This is an optimization exercise on Yosys and OpenROAD, whose aim is small area, a short achievable clock period and few clock cycles per item, not a production implementation. Function was checked by simulation only, so behaviour that the tests miss may differ from the original.

--- design/flow/flow/run.sh ---
#!/bin/bash
# Standard layout, with the port buffers made of sky130_fd_sc_hd__buf_2 cells instead of the
# buffer_ports default. All output goes to flow.log in the work folder.
set -o pipefail
export BUFFER_PORTS_ARGS="-buffer_cell sky130_fd_sc_hd__buf_2"
bash standard.sh > flow.log 2>&1
--- design/flow/standard.sh ---
#!/bin/bash
# synth_recipe.tcl (not shown) runs the flow's synth.tcl, then flattens the netlist and writes it again
# the make line also repeats each setting of config.mk as NAME=value (left out here)
make -C /OpenROAD-flow-scripts/flow DESIGN_CONFIG=/design/flow/config.mk WORK_HOME=/design/flow/orfs CLKGATE_MAP_FILE= SYNTH_SCRIPT=/design/flow/synth_recipe.tcl "${@:-finish}"
--- design/flow/config.mk ---
export PLATFORM = sky130hd
export DESIGN_NAME = date_difference_days_top
export DESIGN_NICKNAME = date_difference_days_top
export VERILOG_FILES = /design/flow/design.v
export SDC_FILE = /design/flow/constraint.sdc
export NUM_CORES = 4
export LEC_CHECK = 0
export CAP_MARGIN = 20
export CORE_MARGIN = 2
export CORE_UTILIZATION = 70
export GPL_ROUTABILITY_DRIVEN = 0
export GPL_TIMING_DRIVEN = 0
export SETUP_SLACK_MARGIN = 1.5
export SLEW_MARGIN = 20
export SYNTH_HIERARCHICAL = 1
export SYNTH_MINIMUM_KEEP_SIZE = 0
--- design/flow/constraint.sdc ---
create_clock -name core_clock -period 5.5 [get_ports {clk_i}]
set_input_delay 1.1000 -clock core_clock [delete_from_list [all_inputs] [get_ports {clk_i}]]
set_output_delay 1.1000 -clock core_clock [all_outputs]
set_load 0.01 [all_outputs]
--- design/flow/design.v ---
`timescale 1ns / 1ps
package dd_pkg;
  localparam int unsigned DAY_W   = 5;
  localparam int unsigned MONTH_W = 4;
  localparam int unsigned YEAR_W  = 14;
  localparam int unsigned DIFF_W  = 23;
endpackage
`timescale 1ns / 1ps
module date_difference_days_top #(
  parameter int unsigned YEAR_MAX = 9999
) (
  input  logic                      clk_i,
  input  logic                      rst_ni,
  input  logic                      valid_i,
  output logic                      stall_o,
  input  logic [dd_pkg::DAY_W-1:0]   first_day_i,
  input  logic [dd_pkg::MONTH_W-1:0] first_month_i,
  input  logic [dd_pkg::YEAR_W-1:0]  first_year_i,
  input  logic [dd_pkg::DAY_W-1:0]   second_day_i,
  input  logic [dd_pkg::MONTH_W-1:0] second_month_i,
  input  logic [dd_pkg::YEAR_W-1:0]  second_year_i,
  output logic                      valid_o,
  input  logic                      stall_i,
  output logic [dd_pkg::DIFF_W-1:0]  day_difference_o
);
  logic [1:0] valid_q;
  logic       adv;
  logic       hit;
  logic [3:0] flags_d, flags_q;
  assign flags_d = {second_year_i > 14'd9999, second_year_i == 14'd0,
                     first_year_i > 14'd9999, first_year_i == 14'd0};
  assign hit = (flags_d == flags_q);
  always_ff @(posedge clk_i or negedge rst_ni) begin
    if (!rst_ni) begin
      flags_q <= 4'd0;
    end else if (valid_i) begin
      flags_q <= flags_d;
    end
  end
  assign adv     = !(valid_q[1] && stall_i);
  assign stall_o = !(adv && hit);
  assign valid_o = valid_q[1];
  always_ff @(posedge clk_i or negedge rst_ni) begin
    if (!rst_ni) begin
      valid_q <= 2'b00;
    end else if (adv) begin
      valid_q <= {valid_q[0], valid_i && hit};
    end
  end
  logic [13:0] yc0, yc1;
  assign yc0 = flags_q[1] ? 14'd9999 : {first_year_i[13:1], first_year_i[0] | flags_q[0]};
  assign yc1 = flags_q[3] ? 14'd9999 : {second_year_i[13:1], second_year_i[0] | flags_q[2]};
  logic [11:0] q0, q1, qr0, qr1;
  assign q0  = yc0[13:2];
  assign q1  = yc1[13:2];
  assign qr0 = first_year_i[13:2];
  assign qr1 = second_year_i[13:2];
  logic [14:0] dlt_d;
  assign dlt_d = {1'b0, yc1} + {1'b0, ~yc0} + 15'd1;
  logic inv99;
  assign inv99 = ~first_day_i[0];
  logic e_s100, e_c101;
  dd_fa u_e_s100 (.a(second_day_i[0]), .b(inv99), .c(q1[0]), .s(e_s100), .co(e_c101));
  logic inv102;
  assign inv102 = ~first_day_i[1];
  logic e_s103, e_c104;
  dd_fa u_e_s103 (.a(second_day_i[1]), .b(inv102), .c(q1[1]), .s(e_s103), .co(e_c104));
  logic inv105;
  assign inv105 = ~q0[1];
  logic e_s106, e_c107;
  dd_fa u_e_s106 (.a(inv105), .b(e_c101), .c(e_s103), .s(e_s106), .co(e_c107));
  logic inv108;
  assign inv108 = ~first_day_i[2];
  logic e_s109, e_c110;
  dd_fa u_e_s109 (.a(second_day_i[2]), .b(inv108), .c(q1[2]), .s(e_s109), .co(e_c110));
  logic inv111;
  assign inv111 = ~q0[2];
  logic e_s112, e_c113;
  dd_fa u_e_s112 (.a(inv111), .b(e_c104), .c(e_s109), .s(e_s112), .co(e_c113));
  logic inv114;
  assign inv114 = ~first_day_i[3];
  logic e_s115, e_c116;
  dd_fa u_e_s115 (.a(second_day_i[3]), .b(inv114), .c(q1[3]), .s(e_s115), .co(e_c116));
  logic inv117;
  assign inv117 = ~q0[3];
  logic e_s118, e_c119;
  dd_fa u_e_s118 (.a(inv117), .b(e_c110), .c(e_s115), .s(e_s118), .co(e_c119));
  logic inv120;
  assign inv120 = ~first_day_i[4];
  logic e_s121, e_c122;
  dd_fa u_e_s121 (.a(second_day_i[4]), .b(inv120), .c(q1[4]), .s(e_s121), .co(e_c122));
  logic inv123;
  assign inv123 = ~q0[4];
  logic e_s124, e_c125;
  dd_fa u_e_s124 (.a(inv123), .b(e_c116), .c(e_s121), .s(e_s124), .co(e_c125));
  logic inv126;
  assign inv126 = ~q0[5];
  logic e_s127, e_c128;
  dd_fa u_e_s127 (.a(q1[5]), .b(inv126), .c(e_c122), .s(e_s127), .co(e_c128));
  logic e_h129;
  assign e_h129 = q1[6] ^ q0[6];
  logic e_k130;
  assign e_k130 = q1[6] & ~q0[6];
  logic e_h131;
  assign e_h131 = q1[7] ^ q0[7];
  logic e_k132;
  assign e_k132 = q1[7] & ~q0[7];
  logic e_h133;
  assign e_h133 = q1[8] ^ q0[8];
  logic e_k134;
  assign e_k134 = q1[8] & ~q0[8];
  logic e_h135;
  assign e_h135 = q1[9] ^ q0[9];
  logic e_k136;
  assign e_k136 = q1[9] & ~q0[9];
  logic e_h137;
  assign e_h137 = q1[10] ^ q0[10];
  logic e_k138;
  assign e_k138 = q1[10] & ~q0[10];
  logic e_h139;
  assign e_h139 = q1[11] ^ q0[11];
  logic e_k140;
  assign e_k140 = q1[11] & ~q0[11];
  logic [12:0] e_d;
  assign e_d = {e_k140, e_k138, e_k136, e_k134, e_k132, e_k130, ~e_h129, e_c125, e_c119, e_c113, e_c107, e_s106, ~q0[0]} + {1'b0, ~e_h139, ~e_h137, ~e_h135, ~e_h133, ~e_h131, e_c128, e_s127, e_s124, e_s118, e_s112, 1'b0, e_s100};
  logic inv1;
  assign inv1 = ~qr0[8];
  logic d0_s2, d0_c3;
  dd_fa u_d0_s2 (.a(qr0[0]), .b(qr0[3]), .c(inv1), .s(d0_s2), .co(d0_c3));
  logic d0_s4, d0_c5;
  dd_fa u_d0_s4 (.a(qr0[1]), .b(qr0[4]), .c(d0_c3), .s(d0_s4), .co(d0_c5));
  logic d0_s6, d0_c7;
  dd_fa u_d0_s6 (.a(qr0[0]), .b(qr0[2]), .c(qr0[5]), .s(d0_s6), .co(d0_c7));
  logic d0_h8;
  assign d0_h8 = d0_s6 ^ qr0[10];
  logic d0_k9;
  assign d0_k9 = d0_s6 & ~qr0[10];
  logic d0_s10, d0_c11;
  dd_fa u_d0_s10 (.a(qr0[1]), .b(qr0[3]), .c(qr0[6]), .s(d0_s10), .co(d0_c11));
  logic inv12;
  assign inv12 = ~qr0[11];
  logic d0_s13, d0_c14;
  dd_fa u_d0_s13 (.a(inv12), .b(d0_c7), .c(d0_s10), .s(d0_s13), .co(d0_c14));
  logic d0_s15;
  assign d0_s15 = ~(qr0[2] ^ qr0[4]);
  logic d0_c16;
  assign d0_c16 = qr0[2] | qr0[4];
  logic d0_s17, d0_c18;
  dd_fa u_d0_s17 (.a(qr0[7]), .b(d0_c11), .c(d0_s15), .s(d0_s17), .co(d0_c18));
  logic d0_s19;
  assign d0_s19 = ~(qr0[3] ^ qr0[5]);
  logic d0_c20;
  assign d0_c20 = qr0[3] | qr0[5];
  logic d0_s21, d0_c22;
  dd_fa u_d0_s21 (.a(qr0[8]), .b(d0_c16), .c(d0_s19), .s(d0_s21), .co(d0_c22));
  logic d0_s23;
  assign d0_s23 = ~(qr0[4] ^ qr0[6]);
  logic d0_c24;
  assign d0_c24 = qr0[4] | qr0[6];
  logic d0_s25, d0_c26;
  dd_fa u_d0_s25 (.a(qr0[9]), .b(d0_c20), .c(d0_s23), .s(d0_s25), .co(d0_c26));
  logic d0_s27;
  assign d0_s27 = ~(qr0[5] ^ qr0[7]);
  logic d0_c28;
  assign d0_c28 = qr0[5] | qr0[7];
  logic d0_s29, d0_c30;
  dd_fa u_d0_s29 (.a(qr0[10]), .b(d0_c24), .c(d0_s27), .s(d0_s29), .co(d0_c30));
  logic d0_s31;
  assign d0_s31 = ~(qr0[6] ^ qr0[8]);
  logic d0_c32;
  assign d0_c32 = qr0[6] | qr0[8];
  logic d0_s33, d0_c34;
  dd_fa u_d0_s33 (.a(qr0[11]), .b(d0_c28), .c(d0_s31), .s(d0_s33), .co(d0_c34));
  logic d0_s35;
  assign d0_s35 = ~(qr0[7] ^ qr0[9]);
  logic d0_c36;
  assign d0_c36 = qr0[7] | qr0[9];
  logic d0_h37, d0_k38;
  dd_ha u_d0_h37 (.a(d0_c32), .b(d0_s35), .s(d0_h37), .co(d0_k38));
  logic d0_s39;
  assign d0_s39 = ~(qr0[8] ^ qr0[10]);
  logic d0_c40;
  assign d0_c40 = qr0[8] | qr0[10];
  logic d0_h41, d0_k42;
  dd_ha u_d0_h41 (.a(d0_c36), .b(d0_s39), .s(d0_h41), .co(d0_k42));
  logic d0_s43;
  assign d0_s43 = ~(qr0[9] ^ qr0[11]);
  logic d0_c44;
  assign d0_c44 = qr0[9] | qr0[11];
  logic d0_h45, d0_k46;
  dd_ha u_d0_h45 (.a(d0_c40), .b(d0_s43), .s(d0_h45), .co(d0_k46));
  logic d0_s47;
  assign d0_s47 = ~(qr0[10] ^ d0_c44);
  logic d0_c48;
  assign d0_c48 = qr0[10] | d0_c44;
  logic d0_s49;
  assign d0_s49 = ~(qr0[11] ^ d0_c48);
  logic [21:0] p0;
  assign p0 = {d0_s49, d0_k46, d0_k42, d0_k38, d0_h37, d0_c30, d0_c26, d0_c22, d0_c18, d0_c14, d0_k9, ~d0_h8, ~qr0[9], d0_s2, qr0[2], qr0[1], qr0[0], ~qr0[4], ~qr0[3], ~qr0[2], ~qr0[1], 1'b1} + {1'b0, d0_s47, d0_h45, d0_h41, d0_c34, d0_s33, d0_s29, d0_s25, d0_s21, d0_s17, d0_s13, d0_c5, d0_s4, 1'b0, ~qr0[7], ~qr0[6], ~qr0[5], 1'b0, 1'b0, 1'b0, 1'b0, ~qr0[0]};
  logic inv50;
  assign inv50 = ~qr1[8];
  logic d1_s51, d1_c52;
  dd_fa u_d1_s51 (.a(qr1[0]), .b(qr1[3]), .c(inv50), .s(d1_s51), .co(d1_c52));
  logic d1_s53, d1_c54;
  dd_fa u_d1_s53 (.a(qr1[1]), .b(qr1[4]), .c(d1_c52), .s(d1_s53), .co(d1_c54));
  logic d1_s55, d1_c56;
  dd_fa u_d1_s55 (.a(qr1[0]), .b(qr1[2]), .c(qr1[5]), .s(d1_s55), .co(d1_c56));
  logic d1_h57;
  assign d1_h57 = d1_s55 ^ qr1[10];
  logic d1_k58;
  assign d1_k58 = d1_s55 & ~qr1[10];
  logic d1_s59, d1_c60;
  dd_fa u_d1_s59 (.a(qr1[1]), .b(qr1[3]), .c(qr1[6]), .s(d1_s59), .co(d1_c60));
  logic inv61;
  assign inv61 = ~qr1[11];
  logic d1_s62, d1_c63;
  dd_fa u_d1_s62 (.a(inv61), .b(d1_c56), .c(d1_s59), .s(d1_s62), .co(d1_c63));
  logic d1_s64;
  assign d1_s64 = ~(qr1[2] ^ qr1[4]);
  logic d1_c65;
  assign d1_c65 = qr1[2] | qr1[4];
  logic d1_s66, d1_c67;
  dd_fa u_d1_s66 (.a(qr1[7]), .b(d1_c60), .c(d1_s64), .s(d1_s66), .co(d1_c67));
  logic d1_s68;
  assign d1_s68 = ~(qr1[3] ^ qr1[5]);
  logic d1_c69;
  assign d1_c69 = qr1[3] | qr1[5];
  logic d1_s70, d1_c71;
  dd_fa u_d1_s70 (.a(qr1[8]), .b(d1_c65), .c(d1_s68), .s(d1_s70), .co(d1_c71));
  logic d1_s72;
  assign d1_s72 = ~(qr1[4] ^ qr1[6]);
  logic d1_c73;
  assign d1_c73 = qr1[4] | qr1[6];
  logic d1_s74, d1_c75;
  dd_fa u_d1_s74 (.a(qr1[9]), .b(d1_c69), .c(d1_s72), .s(d1_s74), .co(d1_c75));
  logic d1_s76;
  assign d1_s76 = ~(qr1[5] ^ qr1[7]);
  logic d1_c77;
  assign d1_c77 = qr1[5] | qr1[7];
  logic d1_s78, d1_c79;
  dd_fa u_d1_s78 (.a(qr1[10]), .b(d1_c73), .c(d1_s76), .s(d1_s78), .co(d1_c79));
  logic d1_s80;
  assign d1_s80 = ~(qr1[6] ^ qr1[8]);
  logic d1_c81;
  assign d1_c81 = qr1[6] | qr1[8];
  logic d1_s82, d1_c83;
  dd_fa u_d1_s82 (.a(qr1[11]), .b(d1_c77), .c(d1_s80), .s(d1_s82), .co(d1_c83));
  logic d1_s84;
  assign d1_s84 = ~(qr1[7] ^ qr1[9]);
  logic d1_c85;
  assign d1_c85 = qr1[7] | qr1[9];
  logic d1_h86, d1_k87;
  dd_ha u_d1_h86 (.a(d1_c81), .b(d1_s84), .s(d1_h86), .co(d1_k87));
  logic d1_s88;
  assign d1_s88 = ~(qr1[8] ^ qr1[10]);
  logic d1_c89;
  assign d1_c89 = qr1[8] | qr1[10];
  logic d1_h90, d1_k91;
  dd_ha u_d1_h90 (.a(d1_c85), .b(d1_s88), .s(d1_h90), .co(d1_k91));
  logic d1_s92;
  assign d1_s92 = ~(qr1[9] ^ qr1[11]);
  logic d1_c93;
  assign d1_c93 = qr1[9] | qr1[11];
  logic d1_h94, d1_k95;
  dd_ha u_d1_h94 (.a(d1_c89), .b(d1_s92), .s(d1_h94), .co(d1_k95));
  logic d1_s96;
  assign d1_s96 = ~(qr1[10] ^ d1_c93);
  logic d1_c97;
  assign d1_c97 = qr1[10] | d1_c93;
  logic d1_s98;
  assign d1_s98 = ~(qr1[11] ^ d1_c97);
  logic [21:0] p1;
  assign p1 = {d1_s98, d1_k95, d1_k91, d1_k87, d1_h86, d1_c79, d1_c75, d1_c71, d1_c67, d1_c63, d1_k58, ~d1_h57, ~qr1[9], d1_s51, qr1[2], qr1[1], qr1[0], ~qr1[4], ~qr1[3], ~qr1[2], ~qr1[1], 1'b1} + {1'b0, d1_s96, d1_h94, d1_h90, d1_c83, d1_s82, d1_s78, d1_s74, d1_s70, d1_s66, d1_s62, d1_c54, d1_s53, 1'b0, ~qr1[7], ~qr1[6], ~qr1[5], 1'b0, 1'b0, 1'b0, 1'b0, ~qr1[0]};
  logic [6:0] c0_d, c1_d;
  logic       lj0_d, lj1_d;
  assign c0_d  = p0[21:15];
  assign c1_d  = p1[21:15];
  assign lj0_d = !flags_q[1] && !flags_q[0] && (first_year_i[1:0] == 2'd0)
                 && ((p0[14:10] != 5'd0) || (p0[16:15] == 2'd0)) && (first_month_i <= 4'd2);
  assign lj1_d = !flags_q[3] && !flags_q[2] && (second_year_i[1:0] == 2'd0)
                 && ((p1[14:10] != 5'd0) || (p1[16:15] == 2'd0)) && (second_month_i <= 4'd2);
  logic [14:0] dlt_q;
  logic [12:0] e_q;
  logic [6:0]  c0_q, c1_q;
  logic [0:0]  lj0_q, lj1_q;
  logic [3:0]  m0_q, m1_q;
  logic        big0_q, big1_q;
  always_ff @(posedge clk_i) begin
    if (adv) begin
      big0_q <= flags_q[1];
      big1_q <= flags_q[3];
      m0_q  <= first_month_i;
      m1_q  <= second_month_i;
      dlt_q <= dlt_d;
      e_q   <= e_d;
      c0_q  <= c0_d;
      c1_q  <= c1_d;
      lj0_q <= lj0_d;
      lj1_q <= lj1_d;
    end
  end
  localparam logic [143:0] BTAB  = 144'ha753a9d4e98445e6d45aa5cf05a1d87c0000;
  localparam logic [143:0] NBTAB = 144'h58ac562b167bba192ba55a30fa5e2783ffff;
  logic [8:0] b1, nb0;
  assign b1  = BTAB[9 * m1_q +: 9];
  assign nb0 = NBTAB[9 * m0_q +: 9];
  logic [6:0] c0, c1;
  assign c0 = big0_q ? 7'd99 : c0_q;
  assign c1 = big1_q ? 7'd99 : c1_q;
  logic s_s141;
  assign s_s141 = dlt_q[0] ^ lj1_q[0];
  logic s_c142;
  assign s_c142 = dlt_q[0] & lj1_q[0];
  logic s_s143, s_c144;
  dd_fa u_s_s143 (.a(c1[0]), .b(c0[2]), .c(s_s141), .s(s_s143), .co(s_c144));
  logic s_s145, s_c146;
  dd_fa u_s_s145 (.a(e_q[0]), .b(lj0_q[0]), .c(c1[2]), .s(s_s145), .co(s_c146));
  logic s_s147, s_c148;
  dd_fa u_s_s147 (.a(c0[0]), .b(b1[0]), .c(nb0[0]), .s(s_s147), .co(s_c148));
  logic inv149;
  assign inv149 = ~s_s143;
  logic s_s150, s_c151;
  dd_fa u_s_s150 (.a(s_s145), .b(s_s147), .c(inv149), .s(s_s150), .co(s_c151));
  logic s_s152;
  assign s_s152 = dlt_q[0] ^ dlt_q[1];
  logic s_c153;
  assign s_c153 = dlt_q[0] & dlt_q[1];
  logic s_s154, s_c155;
  dd_fa u_s_s154 (.a(c1[1]), .b(c0[3]), .c(s_c142), .s(s_s154), .co(s_c155));
  logic s_s156, s_c157;
  dd_fa u_s_s156 (.a(e_q[1]), .b(c1[3]), .c(c0[1]), .s(s_s156), .co(s_c157));
  logic s_s158, s_c159;
  dd_fa u_s_s158 (.a(b1[1]), .b(nb0[1]), .c(s_c146), .s(s_s158), .co(s_c159));
  logic s_s160, s_c161;
  dd_fa u_s_s160 (.a(s_s152), .b(s_c144), .c(s_s154), .s(s_s160), .co(s_c161));
  logic s_s162, s_c163;
  dd_fa u_s_s162 (.a(s_s156), .b(s_c148), .c(s_s158), .s(s_s162), .co(s_c163));
  logic inv164;
  assign inv164 = ~s_s160;
  logic s_s165, s_c166;
  dd_fa u_s_s165 (.a(s_c151), .b(inv164), .c(s_s162), .s(s_s165), .co(s_c166));
  logic s_s167;
  assign s_s167 = dlt_q[1] ^ dlt_q[2];
  logic s_c168;
  assign s_c168 = dlt_q[1] & dlt_q[2];
  logic s_s169, s_c170;
  dd_fa u_s_s169 (.a(c1[2]), .b(c0[4]), .c(s_c153), .s(s_s169), .co(s_c170));
  logic s_s171, s_c172;
  dd_fa u_s_s171 (.a(e_q[2]), .b(c1[4]), .c(c0[2]), .s(s_s171), .co(s_c172));
  logic s_s173, s_c174;
  dd_fa u_s_s173 (.a(b1[2]), .b(nb0[2]), .c(s_c157), .s(s_s173), .co(s_c174));
  logic s_s175, s_c176;
  dd_fa u_s_s175 (.a(s_s167), .b(s_c155), .c(s_s169), .s(s_s175), .co(s_c176));
  logic s_s177, s_c178;
  dd_fa u_s_s177 (.a(s_s171), .b(s_c159), .c(s_s173), .s(s_s177), .co(s_c178));
  logic inv179;
  assign inv179 = ~s_c163;
  logic s_s180, s_c181;
  dd_fa u_s_s180 (.a(s_c161), .b(s_s175), .c(inv179), .s(s_s180), .co(s_c181));
  logic inv182;
  assign inv182 = ~s_s180;
  logic s_s183, s_c184;
  dd_fa u_s_s183 (.a(s_s177), .b(s_c166), .c(inv182), .s(s_s183), .co(s_c184));
  logic s_s185, s_c186;
  dd_fa u_s_s185 (.a(dlt_q[2]), .b(dlt_q[3]), .c(c1[3]), .s(s_s185), .co(s_c186));
  logic s_s187, s_c188;
  dd_fa u_s_s187 (.a(e_q[3]), .b(c1[5]), .c(c0[3]), .s(s_s187), .co(s_c188));
  logic s_s189, s_c190;
  dd_fa u_s_s189 (.a(c0[5]), .b(s_c168), .c(s_s185), .s(s_s189), .co(s_c190));
  logic s_s191, s_c192;
  dd_fa u_s_s191 (.a(b1[3]), .b(nb0[3]), .c(s_c172), .s(s_s191), .co(s_c192));
  logic s_s193, s_c194;
  dd_fa u_s_s193 (.a(s_s187), .b(s_c174), .c(s_s191), .s(s_s193), .co(s_c194));
  logic s_s195, s_c196;
  dd_fa u_s_s195 (.a(s_c170), .b(s_s189), .c(s_c176), .s(s_s195), .co(s_c196));
  logic inv197;
  assign inv197 = ~s_s195;
  logic s_s198, s_c199;
  dd_fa u_s_s198 (.a(s_c178), .b(s_s193), .c(inv197), .s(s_s198), .co(s_c199));
  logic inv200;
  assign inv200 = ~s_c181;
  logic s_s201, s_c202;
  dd_fa u_s_s201 (.a(inv200), .b(s_s198), .c(s_c184), .s(s_s201), .co(s_c202));
  logic s_s203, s_c204;
  dd_fa u_s_s203 (.a(dlt_q[0]), .b(dlt_q[3]), .c(dlt_q[4]), .s(s_s203), .co(s_c204));
  logic s_s205;
  assign s_s205 = c1[4] ^ c0[6];
  logic s_c206;
  assign s_c206 = c1[4] & c0[6];
  logic s_s207, s_c208;
  dd_fa u_s_s207 (.a(e_q[4]), .b(c1[6]), .c(c0[4]), .s(s_s207), .co(s_c208));
  logic s_s209, s_c210;
  dd_fa u_s_s209 (.a(s_s203), .b(s_c186), .c(s_s205), .s(s_s209), .co(s_c210));
  logic s_s211, s_c212;
  dd_fa u_s_s211 (.a(b1[4]), .b(nb0[4]), .c(s_c188), .s(s_s211), .co(s_c212));
  logic s_s213, s_c214;
  dd_fa u_s_s213 (.a(s_s207), .b(s_c192), .c(s_s211), .s(s_s213), .co(s_c214));
  logic inv215;
  assign inv215 = ~s_c194;
  logic s_s216, s_c217;
  dd_fa u_s_s216 (.a(s_c190), .b(s_s209), .c(inv215), .s(s_s216), .co(s_c217));
  logic inv218;
  assign inv218 = ~s_s213;
  logic s_s219, s_c220;
  dd_fa u_s_s219 (.a(inv218), .b(s_c196), .c(s_s216), .s(s_s219), .co(s_c220));
  logic s_h221;
  assign s_h221 = s_c199 ^ s_s219;
  logic s_k222;
  assign s_k222 = s_c199 & ~s_s219;
  logic s_s223, s_c224;
  dd_fa u_s_s223 (.a(dlt_q[1]), .b(dlt_q[4]), .c(dlt_q[5]), .s(s_s223), .co(s_c224));
  logic s_s225, s_c226;
  dd_fa u_s_s225 (.a(c1[5]), .b(s_c204), .c(s_s223), .s(s_s225), .co(s_c226));
  logic s_s227, s_c228;
  dd_fa u_s_s227 (.a(e_q[5]), .b(c0[5]), .c(b1[5]), .s(s_s227), .co(s_c228));
  logic s_s229, s_c230;
  dd_fa u_s_s229 (.a(nb0[5]), .b(s_c208), .c(s_s227), .s(s_s229), .co(s_c230));
  logic s_s231, s_c232;
  dd_fa u_s_s231 (.a(s_c206), .b(s_s225), .c(s_c210), .s(s_s231), .co(s_c232));
  logic s_s233, s_c234;
  dd_fa u_s_s233 (.a(s_c212), .b(s_s229), .c(s_c214), .s(s_s233), .co(s_c234));
  logic inv235;
  assign inv235 = ~s_s233;
  logic s_s236, s_c237;
  dd_fa u_s_s236 (.a(s_s231), .b(s_c217), .c(inv235), .s(s_s236), .co(s_c237));
  logic s_h238;
  assign s_h238 = s_c220 ^ s_s236;
  logic s_k239;
  assign s_k239 = ~(s_c220 | s_s236);
  logic s_s240, s_c241;
  dd_fa u_s_s240 (.a(dlt_q[2]), .b(dlt_q[5]), .c(dlt_q[6]), .s(s_s240), .co(s_c241));
  logic s_s242;
  assign s_s242 = c1[6] ^ s_c224;
  logic s_c243;
  assign s_c243 = c1[6] & s_c224;
  logic s_s244, s_c245;
  dd_fa u_s_s244 (.a(e_q[6]), .b(c0[6]), .c(b1[6]), .s(s_s244), .co(s_c245));
  logic s_s246, s_c247;
  dd_fa u_s_s246 (.a(nb0[6]), .b(s_c228), .c(s_s244), .s(s_s246), .co(s_c247));
  logic s_s248, s_c249;
  dd_fa u_s_s248 (.a(s_s240), .b(s_c226), .c(s_s242), .s(s_s248), .co(s_c249));
  logic inv250;
  assign inv250 = ~s_s248;
  logic s_s251, s_c252;
  dd_fa u_s_s251 (.a(s_c230), .b(s_s246), .c(inv250), .s(s_s251), .co(s_c252));
  logic inv253;
  assign inv253 = ~s_c232;
  logic s_s254, s_c255;
  dd_fa u_s_s254 (.a(inv253), .b(s_s251), .c(s_c234), .s(s_s254), .co(s_c255));
  logic s_h256;
  assign s_h256 = s_s254 ^ s_c237;
  logic s_k257;
  assign s_k257 = s_s254 & ~s_c237;
  logic s_s258, s_c259;
  dd_fa u_s_s258 (.a(dlt_q[3]), .b(dlt_q[6]), .c(dlt_q[7]), .s(s_s258), .co(s_c259));
  logic s_s260, s_c261;
  dd_fa u_s_s260 (.a(dlt_q[0]), .b(e_q[7]), .c(b1[7]), .s(s_s260), .co(s_c261));
  logic s_s262, s_c263;
  dd_fa u_s_s262 (.a(nb0[7]), .b(s_c245), .c(s_s260), .s(s_s262), .co(s_c263));
  logic s_s264, s_c265;
  dd_fa u_s_s264 (.a(s_c241), .b(s_s258), .c(s_c243), .s(s_s264), .co(s_c265));
  logic inv266;
  assign inv266 = ~s_c249;
  logic s_s267, s_c268;
  dd_fa u_s_s267 (.a(s_c247), .b(s_s262), .c(inv266), .s(s_s267), .co(s_c268));
  logic inv269;
  assign inv269 = ~s_s264;
  logic s_s270, s_c271;
  dd_fa u_s_s270 (.a(inv269), .b(s_c252), .c(s_s267), .s(s_s270), .co(s_c271));
  logic s_h272, s_k273;
  dd_ha u_s_h272 (.a(s_s270), .b(s_c255), .s(s_h272), .co(s_k273));
  logic s_s274, s_c275;
  dd_fa u_s_s274 (.a(dlt_q[4]), .b(dlt_q[7]), .c(dlt_q[8]), .s(s_s274), .co(s_c275));
  logic s_s276;
  assign s_s276 = s_c259 ^ s_s274;
  logic s_c277;
  assign s_c277 = s_c259 & s_s274;
  logic s_s278, s_c279;
  dd_fa u_s_s278 (.a(dlt_q[0]), .b(dlt_q[1]), .c(e_q[8]), .s(s_s278), .co(s_c279));
  logic s_s280, s_c281;
  dd_fa u_s_s280 (.a(b1[8]), .b(nb0[8]), .c(s_s278), .s(s_s280), .co(s_c281));
  logic s_s282, s_c283;
  dd_fa u_s_s282 (.a(s_c261), .b(s_s280), .c(s_c263), .s(s_s282), .co(s_c283));
  logic inv284;
  assign inv284 = ~s_s282;
  logic s_s285, s_c286;
  dd_fa u_s_s285 (.a(s_s276), .b(s_c265), .c(inv284), .s(s_s285), .co(s_c286));
  logic inv287;
  assign inv287 = ~s_s285;
  logic s_s288, s_c289;
  dd_fa u_s_s288 (.a(s_c268), .b(inv287), .c(s_c271), .s(s_s288), .co(s_c289));
  logic s_s290, s_c291;
  dd_fa u_s_s290 (.a(dlt_q[5]), .b(dlt_q[8]), .c(dlt_q[9]), .s(s_s290), .co(s_c291));
  logic s_s292, s_c293;
  dd_fa u_s_s292 (.a(dlt_q[1]), .b(dlt_q[2]), .c(e_q[9]), .s(s_s292), .co(s_c293));
  logic s_s294, s_c295;
  dd_fa u_s_s294 (.a(s_c275), .b(s_s290), .c(s_c277), .s(s_s294), .co(s_c295));
  logic s_s296, s_c297;
  dd_fa u_s_s296 (.a(s_c279), .b(s_s292), .c(s_c281), .s(s_s296), .co(s_c297));
  logic inv298;
  assign inv298 = ~s_s294;
  logic s_s299, s_c300;
  dd_fa u_s_s299 (.a(inv298), .b(s_s296), .c(s_c283), .s(s_s299), .co(s_c300));
  logic s_h301;
  assign s_h301 = s_s299 ^ s_c286;
  logic s_k302;
  assign s_k302 = s_s299 & ~s_c286;
  logic s_s303, s_c304;
  dd_fa u_s_s303 (.a(dlt_q[6]), .b(dlt_q[9]), .c(dlt_q[10]), .s(s_s303), .co(s_c304));
  logic s_s305;
  assign s_s305 = s_c291 ^ s_s303;
  logic s_c306;
  assign s_c306 = s_c291 & s_s303;
  logic s_s307, s_c308;
  dd_fa u_s_s307 (.a(dlt_q[2]), .b(dlt_q[3]), .c(e_q[10]), .s(s_s307), .co(s_c308));
  logic inv309;
  assign inv309 = ~s_s305;
  logic s_s310, s_c311;
  dd_fa u_s_s310 (.a(s_c293), .b(s_s307), .c(inv309), .s(s_s310), .co(s_c311));
  logic inv312;
  assign inv312 = ~s_c295;
  logic s_s313, s_c314;
  dd_fa u_s_s313 (.a(inv312), .b(s_c297), .c(s_s310), .s(s_s313), .co(s_c314));
  logic s_h315, s_k316;
  dd_ha u_s_h315 (.a(s_s313), .b(s_c300), .s(s_h315), .co(s_k316));
  logic s_s317, s_c318;
  dd_fa u_s_s317 (.a(dlt_q[7]), .b(dlt_q[10]), .c(dlt_q[11]), .s(s_s317), .co(s_c318));
  logic s_s319;
  assign s_s319 = s_c304 ^ s_s317;
  logic s_c320;
  assign s_c320 = s_c304 & s_s317;
  logic s_s321, s_c322;
  dd_fa u_s_s321 (.a(dlt_q[3]), .b(dlt_q[4]), .c(e_q[11]), .s(s_s321), .co(s_c322));
  logic inv323;
  assign inv323 = ~s_c306;
  logic s_s324, s_c325;
  dd_fa u_s_s324 (.a(s_c308), .b(s_s321), .c(inv323), .s(s_s324), .co(s_c325));
  logic inv326;
  assign inv326 = ~s_s319;
  logic s_s327, s_c328;
  dd_fa u_s_s327 (.a(inv326), .b(s_c311), .c(s_s324), .s(s_s327), .co(s_c328));
  logic s_h329, s_k330;
  dd_ha u_s_h329 (.a(s_c314), .b(s_s327), .s(s_h329), .co(s_k330));
  logic s_s331, s_c332;
  dd_fa u_s_s331 (.a(dlt_q[8]), .b(dlt_q[11]), .c(dlt_q[12]), .s(s_s331), .co(s_c332));
  logic s_s333, s_c334;
  dd_fa u_s_s333 (.a(dlt_q[4]), .b(dlt_q[5]), .c(e_q[12]), .s(s_s333), .co(s_c334));
  logic s_s335, s_c336;
  dd_fa u_s_s335 (.a(s_c318), .b(s_s331), .c(s_c320), .s(s_s335), .co(s_c336));
  logic s_s337, s_c338;
  dd_fa u_s_s337 (.a(s_c322), .b(s_s333), .c(s_c325), .s(s_s337), .co(s_c338));
  logic inv339;
  assign inv339 = ~s_s335;
  logic s_s340, s_c341;
  dd_fa u_s_s340 (.a(inv339), .b(s_c328), .c(s_s337), .s(s_s340), .co(s_c341));
  logic s_s342, s_c343;
  dd_fa u_s_s342 (.a(dlt_q[9]), .b(dlt_q[12]), .c(dlt_q[13]), .s(s_s342), .co(s_c343));
  logic s_s344;
  assign s_s344 = s_c332 ^ s_s342;
  logic s_c345;
  assign s_c345 = s_c332 & s_s342;
  logic s_s346, s_c347;
  dd_fa u_s_s346 (.a(dlt_q[5]), .b(dlt_q[6]), .c(s_c334), .s(s_s346), .co(s_c347));
  logic inv348;
  assign inv348 = ~s_s346;
  logic s_s349, s_c350;
  dd_fa u_s_s349 (.a(s_s344), .b(inv348), .c(s_c336), .s(s_s349), .co(s_c350));
  logic s_h351;
  assign s_h351 = s_c338 ^ s_s349;
  logic s_k352;
  assign s_k352 = s_c338 & ~s_s349;
  logic s_s353, s_c354;
  dd_fa u_s_s353 (.a(dlt_q[10]), .b(dlt_q[13]), .c(dlt_q[14]), .s(s_s353), .co(s_c354));
  logic inv355;
  assign inv355 = ~s_c343;
  logic s_s356, s_c357;
  dd_fa u_s_s356 (.a(dlt_q[6]), .b(dlt_q[7]), .c(inv355), .s(s_s356), .co(s_c357));
  logic inv358;
  assign inv358 = ~s_c347;
  logic s_s359, s_c360;
  dd_fa u_s_s359 (.a(s_s353), .b(s_c345), .c(inv358), .s(s_s359), .co(s_c360));
  logic inv361;
  assign inv361 = ~s_s356;
  logic s_s362, s_c363;
  dd_fa u_s_s362 (.a(inv361), .b(s_s359), .c(s_c350), .s(s_s362), .co(s_c363));
  logic s_s364, s_c365;
  dd_fa u_s_s364 (.a(dlt_q[11]), .b(dlt_q[14]), .c(s_c354), .s(s_s364), .co(s_c365));
  logic s_s366, s_c367;
  dd_fa u_s_s366 (.a(dlt_q[7]), .b(dlt_q[8]), .c(s_c357), .s(s_s366), .co(s_c367));
  logic inv368;
  assign inv368 = ~s_s366;
  logic s_s369, s_c370;
  dd_fa u_s_s369 (.a(s_s364), .b(s_c360), .c(inv368), .s(s_s369), .co(s_c370));
  logic s_s371;
  assign s_s371 = ~(dlt_q[8] ^ dlt_q[9]);
  logic s_c372;
  assign s_c372 = dlt_q[8] | dlt_q[9];
  logic inv373;
  assign inv373 = ~s_s371;
  logic s_s374, s_c375;
  dd_fa u_s_s374 (.a(dlt_q[12]), .b(inv373), .c(s_c365), .s(s_s374), .co(s_c375));
  logic s_h376;
  assign s_h376 = s_c367 ^ s_s374;
  logic s_k377;
  assign s_k377 = s_c367 & ~s_s374;
  logic s_s378;
  assign s_s378 = ~(dlt_q[9] ^ dlt_q[10]);
  logic s_c379;
  assign s_c379 = dlt_q[9] | dlt_q[10];
  logic inv380;
  assign inv380 = ~dlt_q[13];
  logic s_s381, s_c382;
  dd_fa u_s_s381 (.a(inv380), .b(s_c372), .c(s_s378), .s(s_s381), .co(s_c382));
  logic s_h383;
  assign s_h383 = s_s381 ^ s_c375;
  logic s_k384;
  assign s_k384 = s_s381 & ~s_c375;
  logic s_s385, s_c386;
  dd_fa u_s_s385 (.a(dlt_q[10]), .b(dlt_q[11]), .c(s_c379), .s(s_s385), .co(s_c386));
  logic inv387;
  assign inv387 = ~dlt_q[14];
  logic s_s388, s_c389;
  dd_fa u_s_s388 (.a(inv387), .b(s_c382), .c(s_s385), .s(s_s388), .co(s_c389));
  logic s_s390;
  assign s_s390 = ~(dlt_q[11] ^ dlt_q[12]);
  logic s_c391;
  assign s_c391 = dlt_q[11] | dlt_q[12];
  logic s_h392, s_k393;
  dd_ha u_s_h392 (.a(s_s390), .b(s_c386), .s(s_h392), .co(s_k393));
  logic s_s394;
  assign s_s394 = ~(dlt_q[12] ^ dlt_q[13]);
  logic s_c395;
  assign s_c395 = dlt_q[12] | dlt_q[13];
  logic s_h396, s_k397;
  dd_ha u_s_h396 (.a(s_c391), .b(s_s394), .s(s_h396), .co(s_k397));
  logic s_s398, s_c399;
  dd_fa u_s_s398 (.a(dlt_q[13]), .b(dlt_q[14]), .c(s_c395), .s(s_s398), .co(s_c399));
  logic [22:0] ra_d, rb_d, ra_q, rb_q;
  assign ra_d = {dlt_q[14], s_k397, s_h396, s_h392, s_s388, s_k377, s_h376, s_s369, s_k352, s_h351, s_k330, s_h329, s_k302, s_h301, s_s288, s_k257, s_k239, s_k222, s_h221, s_s201, s_s183, s_s165, s_s150};
  assign rb_d = {s_c399, s_s398, s_k393, s_c389, s_k384, s_h383, s_c370, s_c363, s_s362, s_c341, s_s340, s_k316, s_h315, s_c289, s_k273, s_h272, s_h256, s_h238, s_c202, 1'b0, 1'b0, 1'b0, 1'b0};
  always_ff @(posedge clk_i) begin
    if (adv) begin
      ra_q <= ra_d;
      rb_q <= rb_d;
    end
  end
  assign day_difference_o = (ra_q ^ 23'h01a210) + (rb_q ^ 23'h03c040);
endmodule
module dd_fa (
  input  logic a,
  input  logic b,
  input  logic c,
  output logic s,
  output logic co
);
  assign s  = a ^ b ^ c;
  assign co = (a & b) | (a & c) | (b & c);
endmodule
module dd_ha (
  input  logic a,
  input  logic b,
  output logic s,
  output logic co
);
  assign s  = a ^ b;
  assign co = a & b;
endmodule
==> flow_summary_export.csv, run 1 <==
group,metric,value,unit
sta,fin_crit_sh,71.92,%
clock_network,cts_tree,"done",
die,core_area,15030,um2
worst_setup_path,crit_type,"input port to flip-flop",
run,drv_cap,0,
synth,syn_nets,1276,
worst_setup_path,critPathRequiredTime,5600,ps
route,drt-total-wl,20760,um
synth,synth_edf_count,96,
clock_network,clkLatencyLatePin,350,ps
place,hpwlAfterDp,17080,um
synth,postSynthCellCount,956,
synth,syn_area,10610,um2
layout,num_antenna_cells,0,
worst_hold_path,hold_depth,1,
route,dr.first_iter.drc_count,407,
global_routing,grt_pass1_wl,34690,um
worst_setup_path,crit_fanout,4,
synth,yosys.area_share.xor_xnor,4.374,%
layout,fill_cells,971,
synth,synth_top_area_share,27.16,%
layout,layout-drive-gt1-share,16.45,%
worst_setup_path,timing.rr.end,"ra_q[8]$_DFFE_PN_",
clock_network,cts_num_sinks,102,
global_routing,grt_overflow_total,0,
synth,synthMuxAreaShare,1.203,%
worst_hold_path,hold_start,"valid_q[0]$_DFFE_PN0N_",
route,routed_via_density,5.627,
synth,yosys-top-cells-area,"edfxtp_1, fa_1, ha_1",
clock_network,clockRootBuffer,"clkbuf_16",
synth,synth.most_common_cell,"inv_1",
clock_network,postCtsHoldBufs,0,
synth,synth-main-ff-cell,"edfxtp_1",
clock_network,clk_path_buf_depth,2,
global_routing,grt_max_degree,99,
sta,finalMaxSlewViolations,0,
sta,rsz0062_at_grt,"true",
sta,tightest_slew,715.3,ps
global_routing,grt_pass1_vias,7056,
sta,setup_violations,0,
synth,yosys.area.top_type,"edfxtp_1",
clock_network,cts_made_buffers,9,
layout,synthToLayoutAreaGrowth,11.62,%
route,vias,7011,
worst_hold_path,hold_class,"flip-flop to flip-flop",
sta,skew,9.891,ps
run_status,outcome,"timing/DRC/antenna clean",
synth,synth_compound_area_share,9.255,%
sta,min_period,3956,ps
route,routedWlPerCell,16.66,um
worst_setup_path,r2r_slack,1670,ps
synth,yosys.cell_types.count,61,
worst_setup_path,reg2regPathDepth,11,
sta,finalHoldViolCount,0,
layout,regArea,3033,um2
sta,holdWs,485.0,ps
sta,slew_headroom,52.31,%
layout,multi_input_area,7086,um2
synth,yosys.area_share.simple,9.302,%
layout,finalNetCount,1373,
synth,yosys_warnings,7,
die,fp.dieH,127.1,um
die,die_area,16160,um2
worst_hold_path,hold-path-endpoint,"valid_q[1]$_DFFE_PN0N_",
worst_setup_path,r2r_start,"m1_q[2]$_DFFE_PN_",
die,dieWidth,127.1,um
synth,syn_avg_cell_area,11.10,um2
global_routing,antenna_found_initial,1,
synth,synth_top_family_by_area,"adder cells",
clock_network,h-tree-depth,3,
route,drcViolationCount,0,
die,start_util,70.60,%
synth,ys_seq_area_share,28.58,%
synth,synth-seq-cells,102,
global_routing,grt_usage,27.70,%
synth,synth-adder-area-share,40.82,%
sta,max_freq,252.8,MHz
worst_setup_path,cp-end-kind,"flip-flop",
worst_setup_path,crit_arrival,4050,ps
synth,synthArstFlopShare,5.882,%
clock_network,path_clk_slew,70,ps
place,port_buffers,74,
die,ios,75,
route,first_pass_iters,5,
worst_setup_path,start_kind,"input port",
sta,setup_tns,0,ps
die,num_rows,45,
route,ant_nets,0,
synth,synth_common_cells,"inv_1, ha_1, fa_1, edfxtp_1, nor2_1",
-- critical path, stage by stage --
cell and delay (ps):
buf_12 110, or2_4 240, fa_2 530, fa_2 470, ha_4 180, a21o_1 160, a21oi_2 160, nor2b_1 60
o21a_1 200, o311ai_2 220, o211ai_1 170, o41ai_2 340, xnor2_1 100
-- per-module statistics from Yosys, one instance, submodules excluded --
module / copies in the design / cell area [um2] / flops+latches / cells
dd_ha: 11 / 12.51 / 0 / 1
date_difference_days_top: 1 / 8073 / 102 / 825
dd_fa: 120 / 20.02 / 0 / 1
-- cell usage in the layout (no fill, tap or decap), drive strengths merged, types with 12 or more instances in the layout --
cell | netlist | routed
fa | 127 | 127
ha | 143 | 143
o21ai | 28 | 28
clkbuf | 4 | 15
edfxtp | 96 | 96
nand2 | 40 | 40
xnor2 | 32 | 32
or2 | 15 | 15
a31oi | 12 | 12
xor2 | 21 | 21
nor2b | 15 | 15
nand3 | 17 | 17
nor3 | 13 | 13
a21oi | 31 | 31
inv | 169 | 170
nor2 | 56 | 56
buf | 5 | 92
-- metrics by stage --
stage / setup slack (ps) / util, % / cell area [um2] / instances
finish: 1544 / 78.80 / 11850 / 1246
CTS: 1461 / 77.38 / 11630 / 1236
global route: 1421 / 78.80 / 11850 / 1246
detailed placement: 899.1 / 74.92 / 11260 / 1218
global placement: 936.6 / 74.83 / 11250 / 1218
floorplan: 1424 / - / 10640 / 956
-- cell type report --
cell class              instances  area share [%]
inverters                     170           5.450
well taps                     188           1.986
clock inverters                 4          0.2218
plain buffers                   9          0.4436
multi-input cells             675           59.81
repair buffers                 86           4.140
clock buffers                  12           2.345
flip-flops and latches        102           25.60
-- flip-flops by register name, indices dropped and copies added, names as in the netlist --
register / count
big0_q: 1
big1_q: 1
c0_q: 7
c1_q: 7
dlt_q: 15
e_q: 13
flags_q: 4
lj0_q: 1
lj1_q: 1
m0_q: 4
m1_q: 4
ra_q: 23
rb_q: 19
valid_q: 2
-- cells by family (layout without fill, tap and decap cells) --
kind of cell / Yosys count / count (layout)
AOI/OAI and AO/OA: 140 / 140
xor gates and xnor gates: 53 / 53
adders and majority gates: 270 / 270
buffers and inverters: 179 / 281
DFF: 102 / 102
muxes: 12 / 12
and+or+nand+nor: 200 / 200
-- worst max-delay path by stage --
stage                       from  depth (start not counted)                   end
2_1_floorplan   second_year_i[3]                         12     e_q[12]$_DFFE_PN_
4_1_cts         second_year_i[3]                         13     e_q[12]$_DFFE_PN_
3_3_place_gp    second_year_i[4]                         14     e_q[12]$_DFFE_PN_
6_report        second_year_i[3]                         13     e_q[12]$_DFFE_PN_
3_5_place_dp    second_year_i[4]                         14     e_q[12]$_DFFE_PN_
5_1_grt        ra_q[4]$_DFFE_PN_                         12  day_difference_o[20]
-- metal layers --
metal  track usage (%)  up-vias  share of wire (%)
met4             8.791        0                2.7
met5                 0        -                  0
met1             38.62     3362                 44
met2             45.70      179                 49
met3             4.104       38                4.3
li1                  -     3432                  -
-- what timing repair did --
action                                  CTS  global route
buffers inserted                          2            10
pin swaps                                 6            19
resized for setup                        12            39
endpoints found under the setup margin    9            16
Testbench counts, summed over its fixed seeds: cycles 12,016, items 12,000.
==> run 2, diff against run 1 <==
--- a/design/flow/config.mk
+++ b/design/flow/config.mk
@@ -8,5 +8,5 @@
 export CAP_MARGIN = 20
 export CORE_MARGIN = 2
-export CORE_UTILIZATION = 70
+export CORE_UTILIZATION = 80
 export GPL_ROUTABILITY_DRIVEN = 0
 export GPL_TIMING_DRIVEN = 0
==> run 2 against run 1 <==
  * Still clean on timing, DRC and antenna
  * First-iteration DRC count increased by 37%
  * Worst setup slack got worse by 150 ps
  * Clock-buffer cell count decreased by 2
  * Final area decreased by 1.0%
  * Critical path depth unchanged
  * Cell count decreased by 1.2%
==> flow_summary_export.csv, run 2 <==
group,metric,value,unit
worst_hold_path,hold_class,"flip-flop to flip-flop",
synth,synth_top_area_share,27.16,%
layout,synthToLayoutAreaGrowth,10.49,%
sta,holdWs,481.0,ps
global_routing,grt_pass1_wl,37690,um
clock_network,cts_tree,"done",
layout,most-common-layout-cells,"inv_1, ha_1, fa_1",
sta,min_period,4104,ps
worst_setup_path,critPathRequiredTime,5590,ps
route,dr_wl_met3,1653,um
global_routing,antenna_found_initial,0,
layout,largest_reg_flops,23,
synth,yosys.area.top_type,"edfxtp_1",
worst_setup_path,crit_type,"input port to flip-flop",
clock_network,clk_path_buf_depth,2,
route,drt-total-wl,23990,um
worst_setup_path,slowest_delay,530,ps
route,routedWlPerCell,19.49,um
synth,yosys.cell_types.count,61,
synth,syn_nets,1276,
layout,layout_commonest_cell,"inv_1",
worst_setup_path,worstPathCellList,"buf_2 > or2_4 > fa_2 > fa_2 > ha_2 > a21o_1 > a21oi_2 > nor2b_1 > o21a_1 > o311ai_2 > o211ai_1 > o41ai_2 > xnor2_1",
place,place_inst,1207,
synth,syn_area,10610,um2
synth,synth-seq-cells,102,
die,core_area,13090,um2
clock_network,cts_num_sinks,102,
layout,fill_cells,593,
worst_setup_path,crit_path_frequent_cell,"fa_2",
clock_network,path_clk_slew,60,ps
sta,max_freq,243.6,MHz
clock_network,clkLatencyLatePin,350,ps
sta,slew_headroom,64.00,%
die,start_util,81.11,%
sta,finalHoldViolCount,0,
synth,postSynthCellCount,956,
route,ant_nets,0,
synth,synthArstFlopShare,5.882,%
synth,yosys-top-cells-area,"edfxtp_1, fa_1, ha_1",
route,routed.top_layer,"met4",
sta,finalMaxSlewViolations,0,
global_routing,grt_pass1_vias,7740,
worst_setup_path,cp-end-kind,"flip-flop",
route,vias,7501,
worst_setup_path,crit_arrival,4190,ps
die,ios,75,
worst_setup_path,critPathSlowestCell,"fa_2",
global_routing,grt_usage,35.05,%
synth,ys_seq_area_share,28.58,%
route,routed_via_density,6.093,
worst_setup_path,start_kind,"input port",
clock_network,clockRootBuffer,"clkbuf_16",
synth,yosys_warnings,7,
die,die_area,14200,um2
route,wirelength_met1,9100,um
route,dr.first_iter.drc_count,556,
die,num_rows,42,
synth,synth-main-ff-cell,"edfxtp_1",
synth,synth_common_cells,"inv_1, ha_1, fa_1, edfxtp_1, nor2_1",
synth,syn_avg_cell_area,11.10,um2
synth,synth.most_common_cell,"inv_1",
layout,layout-drive-gt1-share,15.75,%
layout,top_register,"ra_q",
run_status,outcome,"timing/DRC/antenna clean",
clock_network,h-tree-depth,3,
global_routing,grt_max_degree,65,
route,first_pass_iters,5,
sta,setup_tns,0,ps
worst_setup_path,crit_fanout,5,
sta,setup_violations,0,
layout,finalNetCount,1369,
global_routing,grt_overflow_total,0,
run,drv_cap,0,
die,fp.dieH,119.2,um
route,drcViolationCount,0,
die,dieWidth,119.2,um
place,port_buffers,74,
sta,fin_crit_sh,74.62,%
sta,rsz0062_at_grt,"true",
clock_network,cts_made_buffers,9,
synth,synth_edf_count,96,
sta,skew,7.017,ps
place,hpwlAfterDp,18340,um
route,wl_met2,12180,um
layout,largestRegisters,"ra_q (23), rb_q (19), dlt_q (15)",
layout,stdcell_count,1231,
sta,tightest_slew,535.9,ps
==> run 2: changes by cell type in the layout (fill, tap and decap cells not counted), sizes merged <==
cell,change
clkinv,+3
buf,-7
inv,-1
clkbuf,+1
diode,+1
==> run 2: Yosys stat by module (local to each module, per instance) <==
module / times used / cells / cell area, um2 / flip-flops and latches
dd_ha: 11 / 1 / 12.51 / 0
date_difference_days_top: 1 / 825 / 8073 / 102
dd_fa: 120 / 1 / 20.02 / 0
==> run 2: what timing repair did <==
action / 4_1_cts / 5_1_grt
hold buffers: 0 / 0
buffers inserted: 1 / 6
resized for setup: 8 / 33
pin swaps: 1 / 18
endpoints found under the setup margin: 11 / 18
==> run 2: path summary, 6_finish.rpt <==
check                                       start                     end  slack [ps]  cells past startpoint
max                              second_year_i[3]       e_q[12]$_DFFE_PN_        1400                     13
min                        valid_q[0]$_DFFE_PN0N_  valid_q[1]$_DFFE_PN0N_         480                      1
max reg2reg                     m0_q[1]$_DFFE_PN_       ra_q[3]$_DFFE_PN_        1550                      9
min reg2reg                valid_q[0]$_DFFE_PN0N_  valid_q[1]$_DFFE_PN0N_         480                      1
max in group asynchronous                  rst_ni  flags_q[0]$_DFFE_PN0P_        4800                      1
min in group asynchronous                  rst_ni  valid_q[1]$_DFFE_PN0N_         560                      1
==> run 2: metrics by stage <==
stage                     worst slack [ps]  cell area [um2]  utilization, %
after floorplan                       1424            10640               -
after global placement               957.8            11230           85.86
after detailed placement             880.0            11270           86.11
after CTS                             1413            11570           88.41
after global routing                  1281            11720           89.60
final                                 1396            11730           89.62
==> run 2: final cells by class <==
class	instances	area (um2)	area share (%)
well taps	176	220.2	1.878
clock inverters	6	28.78	0.2454
plain buffers	9	55.05	0.4695
flip-flops and latches	102	3033	25.86
diodes	1	2.502	0.02134
inverters	170	638.1	5.442
repair buffers	82	452.9	3.863
clock buffers	10	229.0	1.953
multi-input cells	675	7067	60.26
==> run 2: layer usage <==
layer	vias up	track usage, %
met2	346	61.03
met4	0	15.63
met5	-	0
met1	3653	42.56
li1	3421	-
met3	81	6.897
==> run 2: cell families (layout without fill, tap and decap cells) <==
group | count (synthesis) | after routing | synth area share (%)
AND/OR/NAND/NOR | 200 | 200 | 9.302
other | 0 | 1 | 0
flip-flops | 102 | 102 | 28.58
adder cells (fa/ha/maj) | 270 | 270 | 40.82
AO/OA/AOI/OAI | 140 | 140 | 9.255
buffers and inverters | 179 | 277 | 6.472
multiplexers | 12 | 12 | 1.203
XOR/XNOR | 53 | 53 | 4.374
==> run 2: worst max-delay path: cells and delay by family <==
kind	cells	cell delay, ps
compound gates	6	1270
xor+xnor	1	150
fa+ha+maj	3	1190
buf+inv	1	160
simple gates	2	320
==> run 3, diff against run 2 <==
--- a/design/flow/config.mk
+++ b/design/flow/config.mk
@@ -8,5 +8,8 @@
 export CAP_MARGIN = 20
 export CORE_MARGIN = 2
-export CORE_UTILIZATION = 80
+export CORE_UTILIZATION = 70
+export CTS_BUF_LIST = sky130_fd_sc_hd__clkbuf_8
+export CTS_CLUSTER_DIAMETER = 100
+export CTS_CLUSTER_SIZE = 30
 export GPL_ROUTABILITY_DRIVEN = 0
 export GPL_TIMING_DRIVEN = 0
==> run 3 against run 2 <==
  * Still clean on timing, DRC and antenna
  * Worst setup slack gained 190 ps
  * Routed wire length fell by 15%
  * First-iteration DRC count shrank 22%
  * Critical path type unchanged
  * Highest routed layer unchanged
==> flow_summary_export.csv, run 3 <==
group,metric,value,unit
clock_network,cts_num_sinks,102,
synth,synth_edf_count,96,
synth,synth_common_cells,"inv_1, ha_1, fa_1, edfxtp_1, nor2_1",
place,port_buffers,74,
layout,largestRegisters,"ra_q (23), rb_q (19), dlt_q (15)",
synth,syn_avg_cell_area,11.10,um2
global_routing,grt_pass1_vias,6985,
worst_setup_path,start_kind,"input port",
route,first_pass_iters,5,
route,vias,6985,
worst_setup_path,r2r_slack,1650,ps
synth,ys_seq_area_share,28.58,%
worst_setup_path,r2r_start,"m1_q[2]$_DFFE_PN_",
worst_setup_path,crit_type,"input port to flip-flop",
die,core_area,15030,um2
worst_setup_path,critPathRequiredTime,5640,ps
sta,skew,16.53,ps
global_routing,met3_usage,3.685,%
worst_setup_path,crit_fanout,5,
synth,syn_area,10610,um2
sta,max_freq,255.6,MHz
die,num_rows,45,
sta,min_period,3913,ps
layout,layout_commonest_cell,"inv_1",
synth,synth-seq-cells,102,
layout,num_antenna_cells,0,
synth,yosys-top-cells-area,"edfxtp_1, fa_1, ha_1",
layout,layout-drive-gt1-share,15.56,%
run,drv_cap,0,
clock_network,h-tree-depth,3,
synth,yosys.cell_types.count,61,
synth,synth_top_area_share,27.16,%
clock_network,clockRootBuffer,"clkbuf_8",
synth,yosys.area.top_type,"edfxtp_1",
clock_network,path_clk_slew,100,ps
route,routed_via_density,5.624,
place,preCtsSetupSlack,899.1,ps
clock_network,postCtsHoldBufs,0,
clock_network,cts_made_buffers,9,
layout,synthToLayoutAreaGrowth,9.938,%
global_routing,grt_max_degree,99,
layout,finalNetCount,1369,
worst_setup_path,crit_arrival,4050,ps
worst_setup_path,endpoint,"c1_q[4]$_DFFE_PN_",
worst_hold_path,hold_class,"flip-flop to flip-flop",
die,start_util,70.60,%
sta,fin_crit_sh,71.14,%
sta,setup_tns,0,ps
route,routedWlPerCell,16.50,um
sta,finalWorstSetupSlack,1587,ps
route,ant_nets,0,
place,hpwlAfterDp,17080,um
clock_network,clk_path_buf_depth,2,
die,dieWidth,127.1,um
layout,fill_cells,1018,
sta,setup_violations,0,
worst_setup_path,cp-end-kind,"flip-flop",
route,dr.first_iter.drc_count,434,
run_status,outcome,"timing/DRC/antenna clean",
sta,tightest_slew,708.3,ps
global_routing,grt_overflow_total,0,
synth,postSynthCellCount,956,
global_routing,use_met2,44.91,%
synth,syn_nets,1276,
sta,finalHoldViolCount,0,
route,drcViolationCount,0,
die,die_area,16160,um2
clock_network,cts_tree,"done",
worst_setup_path,timing.rr.end,"ra_q[8]$_DFFE_PN_",
die,fp.dieH,127.1,um
synth,synthArstFlopShare,5.882,%
sta,slew_headroom,52.78,%
synth,synth-main-ff-cell,"edfxtp_1",
synth,synth.most_common_cell,"inv_1",
worst_hold_path,hold_depth,1,
sta,rsz0062_at_grt,"true",
clock_network,clkLatencyLatePin,390,ps
global_routing,grt.busiest_layer,"met2",
die,ios,75,
global_routing,met1_usage,38.87,%
worst_setup_path,reg2regPathDepth,11,
synth,yosys_warnings,7,
sta,finalMaxSlewViolations,0,
global_routing,grt_pass1_wl,34470,um
layout,largest_reg_flops,23,
layout,top_register,"ra_q",
global_routing,grt_usage,27.49,%
layout,most-common-layout-cells,"inv_1, ha_1, fa_1",
worst_setup_path,crit_start,"second_year_i[3]",
global_routing,antenna_found_initial,1,
route,drt-total-wl,20500,um
run 3: cell counts after synthesis:
No cell type changed its count.
run 3: kinds of logic (layout without fill, tap and decap cells):
| logic type | after synthesis | count (layout) | synth area share (%) |
|---|---|---|---|
| fa+ha+maj | 270 | 270 | 40.82 |
| simple gates | 200 | 200 | 9.302 |
| buf+inv | 179 | 277 | 6.472 |
| compound gates | 140 | 140 | 9.255 |
| flops | 102 | 102 | 28.58 |
| xor+xnor | 53 | 53 | 4.374 |
| mux | 12 | 12 | 1.203 |
run 3: repair_timing:
item	4_1_cts	5_1_grt
resized for setup	13	18
setup endpoints to repair	8	14
buffers inserted	4	4
pin swaps	11	12
endpoints found under the hold margin	0	0
run 3: worst min-delay path by stage:
stage	startpoint	end	slack, ps
after detailed placement	flags_q[3]$_DFFE_PN0P_	big1_q$_DFFE_PN_	460
after CTS	rst_ni	flags_q[1]$_DFFE_PN0P_	490
final	valid_q[0]$_DFFE_PN0N_	valid_q[1]$_DFFE_PN0N_	490
after global routing	rst_ni	flags_q[1]$_DFFE_PN0P_	510
after floorplan	flags_q[3]$_DFFE_PN0P_	big1_q$_DFFE_PN_	420
after global placement	flags_q[3]$_DFFE_PN0P_	big1_q$_DFFE_PN_	450
run 3: worst max-delay path, cell delays in order:
cell,delay [ps]
buf_2,150
fa_1,450
fa_1,500
ha_1,360
and2_1,190
a311oi_2,270
o211ai_1,190
nand2_1,100
o21ai_0,140
or2_2,330
a21oi_1,190
xnor2_1,80
run 3: per-stage QoR:
stage | utilization, % | hold WS (ps) | instances | cell area (um2)
after global routing | 77.61 | 512.2 | 1242 | 11670
after detailed placement | 74.92 | 455.4 | 1218 | 11260
after global placement | 74.83 | 453.4 | 1218 | 11250
after floorplan | - | 423.1 | 956 | 10640
after CTS | 76.80 | 492.3 | 1238 | 11550
final | 77.61 | 491.3 | 1242 | 11670
run 3: metal layers:
metal / vias up / share of wire, %
li1: 3422 / -
met1: 3344 / 45
met2: 188 / 48
met3: 31 / 4.7
met4: 0 / 2.5
met5: - / 0
run 3: modules after synthesis (local to each module, per instance):
| module | copies in the design | cells inside |
|---|---|---|
| date_difference_days_top | 1 | 825 |
| dd_fa | 120 | 1 |
| dd_ha | 11 | 1 |
run 3: layout make-up:
| cell class | instances | area [um2] | share of cell area, % |
|---|---|---|---|
| Sequential cell | 102 | 3033 | 25.99 |
| Clock inverter | 5 | 56.30 | 0.4826 |
| Clock buffer | 11 | 151.4 | 1.298 |
| Multi-Input combinational cell | 675 | 7073 | 60.62 |
| Buffer | 9 | 50.05 | 0.4290 |
| Tap cell | 188 | 235.2 | 2.016 |
| Inverter | 170 | 638.1 | 5.469 |
| Timing Repair Buffer | 82 | 430.4 | 3.689 |
==> run 4, diff against run 3 <==
--- a/design/flow/config.mk
+++ b/design/flow/config.mk
@@ -10,9 +10,7 @@
 export CORE_UTILIZATION = 70
 export CTS_BUF_LIST = sky130_fd_sc_hd__clkbuf_8
-export CTS_CLUSTER_DIAMETER = 100
-export CTS_CLUSTER_SIZE = 30
 export GPL_ROUTABILITY_DRIVEN = 0
 export GPL_TIMING_DRIVEN = 0
-export SETUP_SLACK_MARGIN = 1.5
+export SETUP_SLACK_MARGIN = 1.7
 export SLEW_MARGIN = 20
 export SYNTH_HIERARCHICAL = 1
==> run 4 against run 3 <==
  * Global-route usage decreased by 0.090 points
  * Still clean
  * Worst setup slack got worse by 64 ps
  * Register-to-register slack improved by 30 ps
  * Maximum frequency decreased by 1.6%
  * Critical path depth increased by 2
  * Non-clock buffer count increased by 23
  * Utilization increased by 2.7 points
  * Cell count increased by 1.9%
==> flow_summary_export.csv, run 4 <==
group,metric,value,unit
run_status,outcome,"timing/DRC/antenna clean",
route,drt-total-wl,21570,um
clock_network,clockRootBuffer,"clkbuf_8",
layout,synthToLayoutAreaGrowth,13.78,%
worst_setup_path,crit_fanout,4,
sta,fin_crit_sh,72.31,%
layout,layout_commonest_cell,"inv_1",
synth,postSynthCellCount,956,
global_routing,antenna_found_initial,0,
synth,synthArstFlopShare,5.882,%
clock_network,postCtsHoldBufs,0,
synth,synth_top_area_share,27.16,%
clock_network,cts_tree,"done",
clock_network,path_clk_slew,100,ps
route,first_pass_iters,5,
layout,layout-drive-gt1-share,19.87,%
layout,fill_cells,969,
route,routedWlPerCell,17.05,um
global_routing,grt_overflow_total,0,
synth,synth.most_common_cell,"inv_1",
layout,largestRegisters,"ra_q (23), rb_q (19), dlt_q (15)",
worst_setup_path,cp-end-kind,"flip-flop",
die,num_rows,45,
synth,synth-seq-cells,102,
synth,syn_avg_cell_area,11.10,um2
worst_setup_path,critPathRequiredTime,5630,ps
sta,max_freq,251.5,MHz
sta,finalWorstSetupSlack,1523,ps
clock_network,clkLatencyLatePin,390,ps
layout,finalNetCount,1392,
global_routing,grt_pass1_vias,7004,
worst_hold_path,hold_class,"flip-flop to flip-flop",
synth,yosys-top-cells-area,"edfxtp_1, fa_1, ha_1",
worst_setup_path,start_kind,"input port",
route,routed_via_density,5.637,
layout,num_antenna_cells,0,
place,port_buffers,74,
layout,top_register,"ra_q",
sta,finalHoldViolCount,0,
worst_setup_path,crit_start,"second_year_i[4]",
layout,largest_reg_flops,23,
synth,synth_common_cells,"inv_1, ha_1, fa_1, edfxtp_1, nor2_1",
place,hpwlAfterDp,17160,um
route,dr.first_iter.drc_count,481,
run,drv_cap,0,
worst_setup_path,crit_type,"input port to flip-flop",
-- run 4: cell counts after synthesis --
Identical to the previous run, type by type.
-- run 4: worst paths after layout --
| kind | endpoint | slack, ps |
|---|---|---|
| worst max-delay path | e_q[12]$_DFFE_PN_ | 1520 |
| worst min-delay path | valid_q[1]$_DFFE_PN0N_ | 500 |
| worst max register to register | e_q[12]$_DFFE_PN_ | 1680 |
| worst min register to register | valid_q[1]$_DFFE_PN0N_ | 500 |
| min in group asynchronous | valid_q[0]$_DFFE_PN0N_ | 510 |
| max in group asynchronous | flags_q[2]$_DFFE_PN0P_ | 4840 |
-- run 4: cells by family after synthesis --
group | after synthesis | synth area share, %
buf+inv | 179 | 6.472
simple gates | 200 | 9.302
fa+ha+maj | 270 | 40.82
flops | 102 | 28.58
xor+xnor | 53 | 4.374
compound gates | 140 | 9.255
mux | 12 | 1.203
-- run 4: cell type report --
| type | instances | area [um2] | share of cell area, % |
|---|---|---|---|
| clock buffer | 9 | 123.9 | 1.026 |
| timing repair buffer | 105 | 660.6 | 5.471 |
| sequential | 102 | 3033 | 25.12 |
| buffer | 9 | 63.81 | 0.5284 |
| tap | 188 | 235.2 | 1.948 |
| inverter | 170 | 650.6 | 5.388 |
| multi-input combinational | 675 | 7188 | 59.53 |
| clock inverter | 7 | 120.1 | 0.9947 |
-- run 4: through the flow --
| stage | instance area [um2] | cells | util (%) | hold WS, ps |
|---|---|---|---|---|
| after floorplan | 10660 | 956 | - | 423.1 |
| after detailed placement | 11270 | 1218 | 75.00 | 458.5 |
| final | 12080 | 1265 | 80.32 | 495.1 |
| after global routing | 12080 | 1265 | 80.32 | 499.9 |
| after CTS | 11700 | 1241 | 77.79 | 489.0 |
| after global placement | 11260 | 1218 | 74.91 | 459.2 |
-- run 4: per-layer routing --
metal / up-vias / GRT usage (%) / share of wire [%]
met1: 3448 / 37.37 / 43
met3: 27 / 3.685 / 4.1
li1: 3469 / - / -
met2: 187 / 46.43 / 51
met5: - / 0 / 0
met4: 0 / 8.662 / 2.2
-- run 4: worst max-delay path: stages --
cell,delay [ps]
buf_12,90
inv_6,30
nor2_4,130
fa_1,450
fa_1,590
ha_4,240
a21o_1,190
a21oi_2,140
nor2b_1,60
o21a_1,200
o311ai_1,260
o211ai_1,180
o41ai_2,360
xnor2_1,100
-- run 4: modules after synthesis, one instance, submodules excluded --
module                    cells  cell area, um2  flops+latches
dd_fa                         1           20.02              0
dd_ha                         1           12.51              0
date_difference_days_top    825            8073            102
-- run 4: repair_timing --
| action | CTS | global route |
|---|---|---|
| buffers inserted | 7 | 24 |
| resized for setup | 29 | 63 |
| setup endpoints to repair | 24 | 28 |
| pin swaps | 19 | 41 |

## re-timing with driven ports
No port has a modelled driver above. Below, the same layouts with a new extraction and two added sets of constraints. Step 1 (the two cells are an assumption about what drives the block):
set clk [get_ports {clk_i}]
set_driving_cell -lib_cell sky130_fd_sc_hd__clkbuf_16 $clk
set_driving_cell -lib_cell sky130_fd_sc_hd__buf_2 [delete_from_list [all_inputs] $clk]
Step 2, shift: input delay + t, output delay - t, t = (earliest + latest rising clock arrival at the registers) / 2. This alone moves slack from input paths to output paths. Slacks: no drivers / after step 1 / after step 2; pairs: no drivers / after step 1.
run | t, ns | setup slack, ns | clock arrival spread, ns | slew at the worst register clock pin (ns)
run 1 | 0.391 | 1.544 / 1.543 / 1.152 | 0.011 / 0.010 | 0.07 / 0.07
run 2 | 0.393 | 1.396 / 1.420 / 1.028 | 0.007 / 0.007 | 0.06 / 0.06
run 3 | 0.421 | 1.587 / 1.558 / 1.186 | 0.017 / 0.018 | 0.10 / 0.10
run 4 | 0.418 | 1.523 / 1.495 / 1.076 | 0.014 / 0.013 | 0.10 / 0.10
After both steps every run listed still meets setup and hold. For run 4, which loses most, drivers alone change the setup slack by -0.028 ns; drivers and shift together by -0.447 ns.
